Context: an optimization exercise on an open-source flow, tuned for small area and a short achievable clock period. The choices shown serve that exercise and are no tape-out recipe.
RTL that was checked went through simulation tests only; none was proved equivalent to the original.

== exp/pepper ==
Design inv_sqrt_unit, start of the top module:
module inv_sqrt_unit #(
	parameter logic [9:0] PIPE = 10'b1111111111
) (
	input  logic clk,
	input  logic reset,
	input  logic in_valid,
	input  fp_pkg::int_t in_value,
	output logic out_valid,
	output fp_pkg::fp_t  out_fp,
	output fp_pkg::int_t out_fixed
);
Size: roughly 2900 cells after synthesis, roughly 0.032 mm^2 of cells after synthesis.
==> flow/config.mk <==
export PLATFORM = sky130hd
export DESIGN_NAME = inv_sqrt_unit
export DESIGN_NICKNAME = inv_sqrt_unit
export VERILOG_FILES = /design/flow/design.v
export SDC_FILE = /design/flow/constraint.sdc
export NUM_CORES = 4
export LEC_CHECK = 0
export CAP_MARGIN = 20
export CORE_MARGIN = 2
export CORE_UTILIZATION = 40
export CTS_CLUSTER_DIAMETER = 100
export CTS_CLUSTER_SIZE = 30
export SLEW_MARGIN = 20
export SYNTH_HIERARCHICAL = 1
export SYNTH_MINIMUM_KEEP_SIZE = 0
==> flow/constraint.sdc <==
create_clock -name core_clock -period 9.5 [get_ports {clk}]
set_input_delay 1.9000 -clock core_clock [delete_from_list [all_inputs] [get_ports {clk}]]
set_output_delay 1.9000 -clock core_clock [all_outputs]
set_load 0.01 [all_outputs]
standard.sh (not shown) runs the stock make flow with config.mk's settings and CLKGATE_MAP_FILE= SYNTH_SCRIPT=/design/flow/synth_recipe.tcl, a recipe that flattens the netlist after the stock synthesis.
==> flow/flow/run.sh <==
#!/bin/bash
set -euo pipefail
export SETUP_SLACK_MARGIN=6.3
bash standard.sh > standard.log 2>&1
> inputs changed (exp/pepper -> exp/juniper)
diff --git a/flow/config.mk b/flow/config.mk
--- a/flow/config.mk
+++ b/flow/config.mk
@@ -10,4 +10,5 @@
 export CORE_UTILIZATION = 40
-export CTS_CLUSTER_DIAMETER = 100
+export CTS_CLUSTER_DIAMETER = 130
 export CTS_CLUSTER_SIZE = 30
+export PLACE_DENSITY = 0.72
 export SLEW_MARGIN = 20
- Sequential share of layout area in exp/juniper is 0.26 points above exp/pepper.
- ~same total number of nets in the final design in exp/juniper and exp/pepper
- Per the comparison of exp/juniper with exp/pepper, final non-filler cell area shows a reduction of about 0.75%, routed wire length went down about 6%.
- exp/juniper gives more clock transition at the registers of the reported paths than exp/pepper did.
- exp/juniper ended up with a lower utilization than exp/pepper did.
- In the tables for exp/juniper and exp/pepper, worst-skew pair later-pin latency reads higher with exp/pepper.
- exp/juniper against exp/pepper; non-clock buffer count is up by more than 10%.
- Taking exp/pepper as the reference, in exp/juniper via count went up 172, maximum clock frequency went up 0.45%, data arrival time of the critical path went down 0.02 ns.
Inputs modified between exp/juniper and exp/xenon:
diff --git a/flow/config.mk b/flow/config.mk
--- a/flow/config.mk
+++ b/flow/config.mk
@@ -10,5 +10,2 @@
 export CORE_UTILIZATION = 40
-export CTS_CLUSTER_DIAMETER = 130
-export CTS_CLUSTER_SIZE = 30
-export PLACE_DENSITY = 0.72
 export SLEW_MARGIN = 20
Notes after the runs:
- exp/xenon reached the end of the flow, and the finished layout is clean on the timing, design-rule and antenna checks.
- Compared with exp/juniper, in exp/xenon global-route usage over all layers has increased; total number of vias rose 0.41%; sequential share of cell area now sits lower; area after detailed placement saw little to no change; fraction of met1 tracks used by global routing climbed 0.91 points.
- exp/xenon ends up with lower routed length on met3 than exp/juniper does.
Relative to exp/xenon, the following input files were edited for exp/cedar:
diff --git a/flow/config.mk b/flow/config.mk
--- a/flow/config.mk
+++ b/flow/config.mk
@@ -10,2 +10,3 @@
 export CORE_UTILIZATION = 40
+export CTS_BUF_LIST = sky130_fd_sc_hd__clkbuf_4 sky130_fd_sc_hd__clkbuf_8
 export SLEW_MARGIN = 20
### Flow results
Sequential share of layout area of exp/cedar is on par with exp/xenon.
exp/cedar vs. exp/xenon: fraction of met1 tracks used by global routing ~0 delta; highest achievable clock rate ~0 delta; post-detailed-route via-to-cell ratio -about 0.4%; global routing usage summed across all routing layers ~0 delta; setup slack -0.0077 ns.

---

the previous run:
Starting RTL as in the previous note.
// inv_sqrt_unit
module inv_sqrt_unit #(
	parameter logic [9:0] PIPE = 10'b1111111111
) (
	input  logic clk,
	input  logic reset,
	input  logic in_valid,
	input  fp_pkg::int_t in_value,
	output logic out_valid,
	output fp_pkg::fp_t  out_fp,
	output fp_pkg::int_t out_fixed
);
	localparam int LAT = 1 + PIPE[0] + PIPE[1] + PIPE[2] + PIPE[3] + PIPE[4] +
		PIPE[5] + PIPE[6] + PIPE[7] + PIPE[8] + PIPE[9];
	logic [15:0] x;
	pipe_reg #(.W(16), .EN(PIPE[0])) u_c0 (.clk(clk), .d(in_value), .q(x));
	logic [15:0] n8, n4, n2, n1;
	logic [3:0]  lz;
	assign lz[3] = (x[15:8] == '0);
	assign n8 = lz[3] ? {x[7:0], 8'd0} : x;
	assign lz[2] = (n8[15:12] == '0);
	assign n4 = lz[2] ? {n8[11:0], 4'd0} : n8;
	assign lz[1] = (n4[15:14] == '0);
	assign n2 = lz[1] ? {n4[13:0], 2'd0} : n4;
	assign lz[0] = ~n2[15];
	assign n1 = lz[0] ? {n2[14:0], 1'b0} : n2;
	logic [14:0] a_m;
	logic [3:0]  a_p;
	pipe_reg #(.W(15+4), .EN(PIPE[1])) u_c1 (.clk(clk),
		.d({n1[14:0], ~lz}), .q({a_m, a_p}));
	logic        e0;
	logic [15:0] sub;
	logic [15:0] a_u;
	logic        a_b1;
	logic        a_t1;
	logic [3:0]  a_c;
	logic        a_z0;
	logic        a_zn;
	assign e0 = ~a_p[0];
	assign sub = {e0, a_m};
	assign a_u = 16'd28339 - sub;
	assign a_b1 = (sub > 16'd28339);
	assign a_t1 = a_b1 | (sub <= 16'd1193);
	assign a_c = 4'(({1'b0, a_p} + 5'd1) >> 1) + {3'd0, a_b1};
	assign a_z0 = (~a_b1 & ~e0 & ~a_t1) | (a_b1 & e0);
	assign a_zn = a_b1 & ~e0;
	logic [15:0] b_u;
	logic [3:0]  b_c;
	logic        b_t1, b_z0, b_zn;
	pipe_reg #(.W(16+4+3), .EN(PIPE[2])) u_c2 (.clk(clk),
		.d({a_u, a_c, a_t1, a_z0, a_zn}),
		.q({b_u, b_c, b_t1, b_z0, b_zn}));
	logic [35:13] b_ra, b_rb;
	logic         b_ci;
	isq_square_tree u_square (.u(b_u), .ra(b_ra), .rb(b_rb), .ci(b_ci));
	logic [35:13] c_ra, c_rb;
	logic         c_ci;
	logic [15:0]  c_u;
	logic [3:0]   c_c;
	logic         c_t1, c_z0, c_zn;
	pipe_reg #(.W(23+23+1+16+4+3), .EN(PIPE[3])) u_c3 (.clk(clk),
		.d({b_ra, b_rb, b_ci, b_u, b_c, b_t1, b_z0, b_zn}),
		.q({c_ra, c_rb, c_ci, c_u, c_c, c_t1, c_z0, c_zn}));
	logic [35:12] c_p1;
	logic [16:0]  c_ysq;
	assign c_p1 = {c_ra, 1'b1} + {c_rb, c_ci};
	assign c_ysq = c_t1 ? c_p1[34:18] : c_p1[33:17];
	logic [15:0]  c_sub;
	logic [14:0]  c_m;
  ...
Settings: LEC_CHECK=0, CAP_MARGIN=20, CORE_MARGIN=2, CORE_UTILIZATION=40, CTS_CLUSTER_DIAMETER=100, CTS_CLUSTER_SIZE=30, SLEW_MARGIN=20, SYNTH_HIERARCHICAL=1, SYNTH_MINIMUM_KEEP_SIZE=0; clock period 9.5 ns.
==> flow/flow/run.sh <==
#!/bin/bash
set -euo pipefail
export SETUP_SLACK_MARGIN=6.2
bash standard.sh > standard.log 2>&1
The previous run was carried through to the last stage, and its layout satisfied the timing, design-rule and antenna checks.
Inputs modified between the previous run and the current run:
==> flow/flow/run.sh <==
#!/bin/bash
set -euo pipefail
export SETUP_SLACK_MARGIN=6.3
bash standard.sh > standard.log 2>&1
-- flow/config.mk --
<<< the previous run, line 11
export CTS_CLUSTER_DIAMETER = 100
>>> the current run, line 11
export CTS_CLUSTER_DIAMETER = 130
==> comparison <==
- Diff the previous run..the current run | routed wire length | negligible
- The current run and the previous run ended up with roughly the same design area.
- Both conditions hold for the current run: the flow ran to the end and the final layout passed the timing, design-rule and antenna checks.
- The current run vs the previous run: first-iteration DRC count down by a few percent
- From the previous run to the current run the numbers moved as follows: number of non-clock buffers in the layout now sits higher, initial core utilization neither gained nor lost much.

---

oak:
Starting RTL as in the previous note.
// inv_sqrt_unit
module inv_sqrt_unit #(
	parameter logic [9:0] PIPE = 10'b1111111111
) (
	input  logic clk,
	input  logic reset,
	input  logic in_valid,
	input  fp_pkg::int_t in_value,
	output logic out_valid,
	output fp_pkg::fp_t  out_fp,
	output fp_pkg::int_t out_fixed
);
	localparam int LAT = 1 + PIPE[0] + PIPE[1] + PIPE[2] + PIPE[3] + PIPE[4] +
		PIPE[5] + PIPE[6] + PIPE[7] + PIPE[8] + PIPE[9];
	logic [15:0] x;
	pipe_reg #(.W(16), .EN(PIPE[0])) u_c0 (.clk(clk), .d(in_value), .q(x));
	logic [15:0] n8, n4, n2, n1;
	logic [3:0]  lz;
	assign lz[3] = (x[15:8] == '0);
	assign n8 = lz[3] ? {x[7:0], 8'd0} : x;
	assign lz[2] = (n8[15:12] == '0);
	assign n4 = lz[2] ? {n8[11:0], 4'd0} : n8;
	assign lz[1] = (n4[15:14] == '0);
	assign n2 = lz[1] ? {n4[13:0], 2'd0} : n4;
	assign lz[0] = ~n2[15];
	assign n1 = lz[0] ? {n2[14:0], 1'b0} : n2;
	logic [14:0] a_m;
	logic [3:0]  a_p;
	pipe_reg #(.W(15+4), .EN(PIPE[1])) u_c1 (.clk(clk),
		.d({n1[14:0], ~lz}), .q({a_m, a_p}));
	logic        e0;
	logic [15:0] sub;
	logic [15:0] a_u;
	logic        a_b1;
	logic        a_t1;
	logic [3:0]  a_c;
	logic        a_z0;
	logic        a_zn;
  ...
export LEC_CHECK = 0
export CAP_MARGIN = 20
export CORE_MARGIN = 2
export CORE_UTILIZATION = 40
export CTS_CLUSTER_DIAMETER = 100
export CTS_CLUSTER_SIZE = 30
export SLEW_MARGIN = 20
export SYNTH_HIERARCHICAL = 1
export SYNTH_MINIMUM_KEEP_SIZE = 0
create_clock -name core_clock -period 9.5 [get_ports {clk}]
==> flow/flow/run.sh <==
#!/bin/bash
set -euo pipefail
export SETUP_SLACK_MARGIN=6.5
bash standard.sh > standard.log 2>&1
Having completed the whole flow, oak delivered a layout that passed the timing, design-rule and antenna checks.
What pine does differently from oak at the input level:
- clearing CTS_CLUSTER_DIAMETER, which used to be 100
- clearing CTS_CLUSTER_SIZE, which used to be 30
- swapping 40 for 55 in CORE_UTILIZATION
==> flow/flow/run.sh <==
#!/bin/bash
set -euo pipefail
export SETUP_SLACK_MARGIN=6.3
bash standard.sh > standard.log 2>&1
Notes after the runs:
Taking oak as the reference, in pine die area has decreased, number of placed cells counting well taps went down 7.7%, number of fillers in the final layout down 2391.

---

inv_sqrt_unit again, from the RTL that the note above started with.
// inv_sqrt_unit
module inv_sqrt_unit #(
	parameter logic [9:0] PIPE = 10'b1111111111
) (
	input  logic clk,
	input  logic reset,
	input  logic in_valid,
	input  fp_pkg::int_t in_value,
	output logic out_valid,
	output fp_pkg::fp_t  out_fp,
	output fp_pkg::int_t out_fixed
);
	localparam int LAT = 1 + PIPE[0] + PIPE[1] + PIPE[2] + PIPE[3] + PIPE[4] +
		PIPE[5] + PIPE[6] + PIPE[7] + PIPE[8] + PIPE[9];
	logic [15:0] x;
	pipe_reg #(.W(16), .EN(PIPE[0])) u_c0 (.clk(clk), .d(in_value), .q(x));
	logic [15:0] n8, n4, n2, n1;
	logic [3:0]  lz;
	assign lz[3] = (x[15:8] == '0);
	assign n8 = lz[3] ? {x[7:0], 8'd0} : x;
	assign lz[2] = (n8[15:12] == '0);
	assign n4 = lz[2] ? {n8[11:0], 4'd0} : n8;
	assign lz[1] = (n4[15:14] == '0);
	assign n2 = lz[1] ? {n4[13:0], 2'd0} : n4;
	assign lz[0] = ~n2[15];
	assign n1 = lz[0] ? {n2[14:0], 1'b0} : n2;
	logic [14:0] a_m;
	logic [3:0]  a_p;
	pipe_reg #(.W(15+4), .EN(PIPE[1])) u_c1 (.clk(clk),
		.d({n1[14:0], ~lz}), .q({a_m, a_p}));
	logic        e0;
	logic [15:0] sub;
	logic [15:0] a_u;
	logic        a_b1;
  ...
Settings: LEC_CHECK=0, CAP_MARGIN=20, CORE_MARGIN=2, CORE_UTILIZATION=40, CTS_CLUSTER_DIAMETER=80, CTS_CLUSTER_SIZE=35, SLEW_MARGIN=20, SYNTH_HIERARCHICAL=1, SYNTH_MINIMUM_KEEP_SIZE=0; clock period 9.5 ns.
==> flow/flow/run.sh <==
#!/bin/bash
set -euo pipefail
export SETUP_SLACK_MARGIN=6.3
bash standard.sh > standard.log 2>&1
Next try:
- CAP_MARGIN: 20 -> 0
- CTS_CLUSTER_DIAMETER: 80 -> 100
- CTS_CLUSTER_SIZE: 35 -> 30
- SLEW_MARGIN: 20 -> 0
Worst hold slack improves by 0.0075 ns.
Cell area fell by 1.2%.
Routed wire length rose by 0.44%.
Die area stays the same.
Cell count fell by 0.50%.
Global-route usage barely changes.
Count of clock-buffer cells in the layout fell by 4.
Next try:
- CAP_MARGIN: 0 -> 20
- SLEW_MARGIN: 0 -> 20
- TNS_END_PERCENT: unset -> 10
- The new run finished with timing, DRC and antenna clean
- worst setup slack degrades by 0.19 ns
- worst hold slack degrades by 0.0086 ns
- first-iteration DRC count decreases by 2.9%
- count of clock-buffer cells in the layout is unchanged
- critical path depth decreases by 8
- flip-flop and latch count stays the same
- die area is unchanged
Next try:
==> flow/flow/run.sh (replaced) <==
#!/bin/bash
set -euo pipefail
export SETUP_SLACK_MARGIN=6.5
bash standard.sh > standard.log 2>&1
- CTS_CLUSTER_DIAMETER: 100 -> unset
- CTS_CLUSTER_SIZE: 30 -> unset
- TNS_END_PERCENT: 10 -> unset
Global-route usage rises by 0.51 points.
Critical path depth rises by 8.
Via count climbs by 4.4%.
Design area rose by 7.9%.
Sequential cell count is unchanged.
Fmax climbs by about 10%.
Next try:
==> flow/flow/run.sh (replaced) <==
#!/bin/bash
set -euo pipefail
export SETUP_SLACK_MARGIN=6.3
bash standard.sh > standard.log 2>&1
- CTS_CLUSTER_DIAMETER: unset -> 130
- CTS_CLUSTER_SIZE: unset -> 30
- GPL_ROUTABILITY_DRIVEN: unset -> 0
Result:
- The new run ran to the end with no violations
- global-route usage went down by 1.0 points
- final area went down by a few percent
- fmax went down by a few percent
- first-iteration DRC count went up by roughly a tenth
- die area is unchanged
- routed wire length went down by a few percent
- register-to-register slack is worse by 0.08 ns
- final cell count went down by a few percent
- non-clock buffer count went down by 93

---

Another version of the RTL of inv_sqrt_unit (not shown whole).
Size: about 2800 cells after synthesis, roughly 63 I/O pins.
Settings: LEC_CHECK=0, ABC_CLOCK_PERIOD_IN_PS=2000, CAP_MARGIN=20, CORE_MARGIN=2, CORE_UTILIZATION=40, SETUP_SLACK_MARGIN=5, SLEW_MARGIN=20, SYNTH_HIERARCHICAL=1, SYNTH_MINIMUM_KEEP_SIZE=0; clock period 9.5 ns.
run.sh (not shown) runs the stock make flow with config.mk's settings and CLKGATE_MAP_FILE= SYNTH_SCRIPT=/design/flow/synth_recipe.tcl, a recipe that flattens the netlist after the stock synthesis.
Stock flow here: none of the scripts above is used.
The starting point finished with timing, DRC and antenna clean.
Next try:
==> flow/flow/run.sh (new file) <==
#!/bin/bash
set -euo pipefail
export SETUP_SLACK_MARGIN=6.0
bash standard.sh > standard.log 2>&1
==> flow/standard.sh (new file) <==
#!/bin/bash
# synth_recipe.tcl (not shown) runs the flow's synth.tcl, then flattens the netlist and writes it again
# the make line also repeats each setting of config.mk as NAME=value (left out here)
make -C /OpenROAD-flow-scripts/flow DESIGN_CONFIG=/design/flow/config.mk WORK_HOME=/design/flow/orfs CLKGATE_MAP_FILE= SYNTH_SCRIPT=/design/flow/synth_recipe.tcl "${@:-finish}"
--- a/flow/config.mk
+++ b/flow/config.mk
@@ -8 +7,0 @@
-export ABC_CLOCK_PERIOD_IN_PS = 2000
@@ -12 +10,0 @@
-export SETUP_SLACK_MARGIN = 5
removed: flow/run.sh
Outcome: Worst hold slack is worse by 9.6 ps; register-to-register slack improves by 100 ps; synthesized cell count stays the same; final area went up by about 5%; fmax climbs by about 2.4%.
Next try:
==> flow/flow/run.sh (replaced) <==
#!/bin/bash
set -euo pipefail
export SETUP_SLACK_MARGIN=5.5
bash standard.sh > standard.log 2>&1
The new run ran to the end with no violations.
Worst setup slack improves by 62 ps.
Synthesized area does not change.
Count of clock-buffer cells in the layout does not change.
Via count went down by about 3%.
Wire length is lower by 3.2%.
Cell count is lower by about 1.5%.
Clock skew fell by 7.3 ps.
First-iteration DRC count went down by 11%.
Sequential share of layout area went up by 0.66 points.
Die area stays the same.
No functional check of the RTL was part of any run of this note.

## afterwards: timing with drivers on the ports
In the flow no input, the clock included, has a driving cell. The finished layouts below were timed again as built, in two steps. Step 1: set_driving_cell puts a clkbuf_16 on clk and a buf_2 on each other input, an assumption about the parent block. Step 2, shift: input delay + t, output delay - t, t = (earliest + latest rising clock arrival at the registers) / 2. This alone moves slack from input paths to output paths. Three values: ideal ports, drivers, drivers and shift; two values: the first two.
run	t (ns)	slack for setup (ns)	latest minus earliest clock arrival (ns)	slew at the worst register clock pin (ns)	pins driven straight from the clock port
exp/pepper	0.646	6.323 / 6.323 / 6.323	0.064 / 0.064	0.11 / 0.11	1
exp/juniper	0.623	6.338 / 6.338 / 6.338	0.044 / 0.045	0.12 / 0.12	1
exp/xenon	0.652	6.337 / 6.329 / 6.337	0.052 / 0.052	0.07 / 0.07	1
exp/cedar	0.708	6.329 / 6.315 / 6.329	0.057 / 0.057	0.07 / 0.07	1
the previous run	0.646	6.298 / 6.298 / 6.298	0.066 / 0.066	0.11 / 0.11	1
the current run	0.633	6.342 / 6.342 / 6.342	0.042 / 0.042	0.12 / 0.12	1
oak	0.659	6.412 / 6.412 / 6.412	0.050 / 0.050	0.11 / 0.11	1
pine	0.659	6.266 / 6.266 / 6.266	0.030 / 0.030	0.06 / 0.06	1
the first run of note 4	0.680	6.328 / 6.308 / 6.328	0.067 / 0.067	0.12 / 0.12	1
the second run of note 4	0.653	6.326 / 6.312 / 6.326	0.051 / 0.051	0.11 / 0.11	1
the third run of note 4	0.647	6.131 / 6.074 / 6.222	0.066 / 0.066	0.11 / 0.11	1
the fourth run of note 4	0.655	6.454 / 6.454 / 6.454	0.060 / 0.060	0.07 / 0.07	1
the fifth run of note 4	0.630	6.372 / 6.364 / 6.372	0.053 / 0.054	0.12 / 0.12	1
the first run of note 5	0.651	5.151 / 5.151 / 5.151	0.022 / 0.023	0.07 / 0.07	1
the second run of note 5	0.641	5.255 / 5.255 / 5.255	0.027 / 0.028	0.07 / 0.07	1
the third run of note 5	0.644	5.317 / 5.317 / 5.317	0.021 / 0.020	0.07 / 0.07	1
After both steps setup and hold are still met in every run listed.
